This design comes from an exercise in tuning for small area and a short achievable clock period on the open sky130 flow, not from production work.
RTL that was checked went through simulation tests only; none was proved equivalent to the original.
No activity file was given, so power comes from the tool's default toggle rates.

## lane 2
## ex_stage
module ex_stage (
	input  logic        clk,
	input  logic        arst_n_i,
	input  logic [306:0] ex_in_flat_i,  
	input  logic [31:0] mem_rdata_i,
	input  logic        irq_i,
	input  logic [31:0] irq_addr_i,
	output logic [97:0] mem_flat_o,    
	output logic [82:0] wb_flat_o,     
	output logic [32:0] jump_flat_o    
);
	logic [31:0] inst, op1, op2, opj1, opj2, rs1, rs2, csrd;
	logic        rwe, cwe;
	logic [4:0]  rwa;
	logic [11:0] cwa;
	assign inst = ex_in_flat_i[306:275];
	assign op1  = ex_in_flat_i[242:211];
	assign op2  = ex_in_flat_i[210:179];
	assign opj1 = ex_in_flat_i[178:147];
	assign opj2 = ex_in_flat_i[146:115];
	assign rs1  = ex_in_flat_i[114:83];
	assign rs2  = ex_in_flat_i[82:51];
	assign rwe  = ex_in_flat_i[50];
	assign rwa  = ex_in_flat_i[49:45];
	assign cwe  = ex_in_flat_i[44];
	assign cwa  = ex_in_flat_i[43:32];
	assign csrd = ex_in_flat_i[31:0];
	logic [6:0] opc;
	logic [2:0] f3;
	assign opc = inst[6:0];
	assign f3  = inst[14:12];
	logic is_op_any, is_link, is_lui, is_load, is_store, is_branch, is_jump, is_system;
	assign is_op_any = (opc == ex_pkg::OPC_OP) || (opc == ex_pkg::OPC_OP_IMM);
	assign is_link   = (opc == ex_pkg::OPC_JAL) || (opc == ex_pkg::OPC_JALR) || (opc == ex_pkg::OPC_AUIPC);
	assign is_lui    = opc == ex_pkg::OPC_LUI;
	assign is_load   = opc == ex_pkg::OPC_LOAD;
	assign is_store  = opc == ex_pkg::OPC_STORE;
  ...
For scale: roughly 2400 cells after synthesis, ~180 flip-flops, ~590 I/O pins, ~19000 µm² of cells after synthesis.
export LEC_CHECK = 0
export CAP_MARGIN = 20
export CORE_MARGIN = 2
export CORE_UTILIZATION = 40
export SETUP_SLACK_MARGIN = 1.0
export SLEW_MARGIN = 20
create_clock -name core_clock -period 5.0 [get_ports {clk}]
standard.sh (not shown) runs the stock make flow with config.mk's settings and CLKGATE_MAP_FILE= SYNTH_SCRIPT=/design/flow/synth_recipe.tcl, a recipe that flattens the netlist after the stock synthesis.
==> flow/flow/run.sh <==
#!/bin/bash
export BUFFER_PORTS_ARGS="-buffer_cell sky130_fd_sc_hd__buf_1"
bash standard.sh > standard.log 2>&1
[inputs] lane 4 vs lane 2
diff --git a/flow/design.v b/flow/design.v
--- a/flow/design.v
+++ b/flow/design.v
@@ -218,25 +218,25 @@
 	assign is_lui    = opc == ex_pkg::OPC_LUI;
 	assign is_load   = opc == ex_pkg::OPC_LOAD;
 	assign is_store  = opc == ex_pkg::OPC_STORE;
 	assign is_branch = opc == ex_pkg::OPC_BRANCH;
 	assign is_jump   = (opc == ex_pkg::OPC_JAL) || (opc == ex_pkg::OPC_JALR);
 	assign is_system = opc == ex_pkg::OPC_SYSTEM;
 	logic ld_ok, st_ok, csr_ok;
 	assign ld_ok  = !(f3 == 3'd3 || f3 == 3'd6 || f3 == 3'd7);
 	assign st_ok  = !f3[2] && !(f3[1] && f3[0]);
 	assign csr_ok = f3[1:0] != 2'd0;
 	localparam int ARCH_ALU = 1;
 	localparam int ARCH_AT  = 1;
-	localparam bit JGATE    = 1'b1;
+	localparam bit JGATE    = 1'b0;
 	logic [31:0] sum, diff, add_p, sub_p;
 	logic        add_co, sub_co;
 	logic        ltu, lt, eq;
 	ex_add #(.ARCH(ARCH_ALU)) u_add (
 		.a_i  (op1),
 		.b_i  (op2),
 		.ci_i (1'b0),
 		.s_o  (sum),
 		.p_o  (add_p),
 		.co_o (add_co)
 	);
 	ex_add #(.ARCH(ARCH_ALU)) u_sub (
### Flow results
Global-route usage, lane 2 and lane 4: larger value in lane 2. Of lane 2 and lane 4, the run reporting the higher simple logic cell fraction of the synthesized area was lane 2. Against lane 2, lane 4 reports a minimum period implied by the final worst setup slack that is higher. Looking at number of gates resized after cts, lane 4 sits 11 higher than lane 2 does. Sort lane 2 and lane 4 by clock network fraction of design power, ascending, and lane 2 comes first. In the tables for lane 2 and lane 4, part of the cycle the worst path needs reads lower with lane 2. Lane 4 vs. lane 2: fmax went down by 2.7 MHz. Looking at routed wire length across lane 2 and lane 4, the one that comes out lower is lane 4. sky130_fd_sc_hd__mux2_2 as the standard cell with the maximum stage delay on the critical path was reported by lane 2, and sky130_fd_sc_hd__or4_1 by lane 4.
Only the layout flow was run in lane 4; the RTL was not checked for function there.

---

== P ==
ex_stage, a different RTL version from the one above (not shown whole).
For scale: about 2600 cells after synthesis, roughly 590 I/O pins, ~15000 sq um of cells after synthesis.
Settings: LEC_CHECK=0, CAP_MARGIN=20, CORE_MARGIN=2, CORE_UTILIZATION=40, SETUP_SLACK_MARGIN=1.5, SLEW_MARGIN=20; clock period 5.0 ns.
==> flow/flow/run.sh <==
#!/bin/bash
set -e
rm -rf scripts_mod
cp -r "$FLOW_HOME/scripts" scripts_mod
printf 'strash\ndch\nmap -D 1800\ntopo\nstime -c\nbuffer -c\nupsize -c\ndnsize -c\n' > scripts_mod/abc_area.script
export BUFFER_PORTS_ARGS="-buffer_cell sky130_fd_sc_hd__buf_1"
bash standard.sh SCRIPTS_DIR="$PWD/scripts_mod" ABC_AREA=1 ABC_CLOCK_PERIOD_IN_PS=1800 ADDER_MAP_FILE= finish > standard.log 2>&1
#### Input delta (Q over P)
--- a/flow/design.v
+++ b/flow/design.v
@@ -216,26 +216,26 @@
 	assign is_op_any = (opc == ex_pkg::OPC_OP) || (opc == ex_pkg::OPC_OP_IMM);
 	assign is_link   = (opc == ex_pkg::OPC_JAL) || (opc == ex_pkg::OPC_JALR) || (opc == ex_pkg::OPC_AUIPC);
 	assign is_lui    = opc == ex_pkg::OPC_LUI;
 	assign is_load   = opc == ex_pkg::OPC_LOAD;
 	assign is_store  = opc == ex_pkg::OPC_STORE;
 	assign is_branch = opc == ex_pkg::OPC_BRANCH;
 	assign is_jump   = (opc == ex_pkg::OPC_JAL) || (opc == ex_pkg::OPC_JALR);
 	assign is_system = opc == ex_pkg::OPC_SYSTEM;
 	logic ld_ok, st_ok, csr_ok;
 	assign ld_ok  = !(f3 == 3'd3 || f3 == 3'd6 || f3 == 3'd7);
 	assign st_ok  = !f3[2] && !(f3[1] && f3[0]);
 	assign csr_ok = f3[1:0] != 2'd0;
-	localparam int ARCH_ALU = 1;
-	localparam int ARCH_AT  = 1;
+	localparam int ARCH_ALU = 2;
+	localparam int ARCH_AT  = 2;
 	logic [31:0] sum, diff, add_p, sub_p;
 	logic        add_co, sub_co;
 	logic        ltu, lt, eq;
 	ex_add #(.ARCH(ARCH_ALU)) u_add (
 		.a_i  (op1),
 		.b_i  (op2),
 		.ci_i (1'b0),
 		.s_o  (sum),
 		.p_o  (add_p),
 		.co_o (add_co)
 	);
 	ex_add #(.ARCH(ARCH_ALU)) u_sub (
Findings:
Changes observed in Q relative to P: final net count now sits lower, buffering stage count on the worst path with inverters included now sits higher, global-route usage now sits higher. Compared with P, Q shows a lower number of cells on the critical path. Per the comparison of Q with P, effective utilization at floorplan has decreased; overall power after layout -about 1.7%; data required time of the critical path -60 ps; non-clock buffer count fell about 2%. Compared with P, Q degrades worst hold slack. qn_b[8] as the termination of the worst setup path was reported by Q, and qn_b[31] by P. Final critical path time including I/O delays and setup in Q vs P: up 66 ps.
The RTL of P was laid out without a check of its function.

-- static timing again, ports no longer ideal --
How much do the figures lean on ideal ports? The routed layouts below were timed once more, with nothing changed but the port constraints. Step 1, drivers: a clkbuf_16 drives clk and a buf_2 each remaining input, both assumed. Step 2 moves the port delays by t, midway between the first and last clock arrival at a register: inputs arrive t later, outputs are due t later. That takes back most of the time a late clock gives input paths. Slacks: ideal ports / drivers / drivers and shift; pairs: ideal ports / drivers.
run | t, ns | setup slack, ns | worst setup path after step 2 | latest minus earliest clock arrival (ns)
lane 2 | 0.567 | 1.029 / 1.057 / 0.490 | input to register | 0.022 / 0.022
lane 4 | 0.570 | 0.986 / 1.006 / 0.436 | input to register | 0.032 / 0.032
P | 0.508 | 1.527 / 1.521 / 1.013 | input to register | 0.022 / 0.021
Q | 0.504 | 1.461 / 1.424 / 0.921 | input to register | 0.018 / 0.017
After both steps every run listed still meets setup and hold. The setup slack of lane 4, which loses most, moves by +0.020 ns with the drivers and by -0.550 ns with both steps.
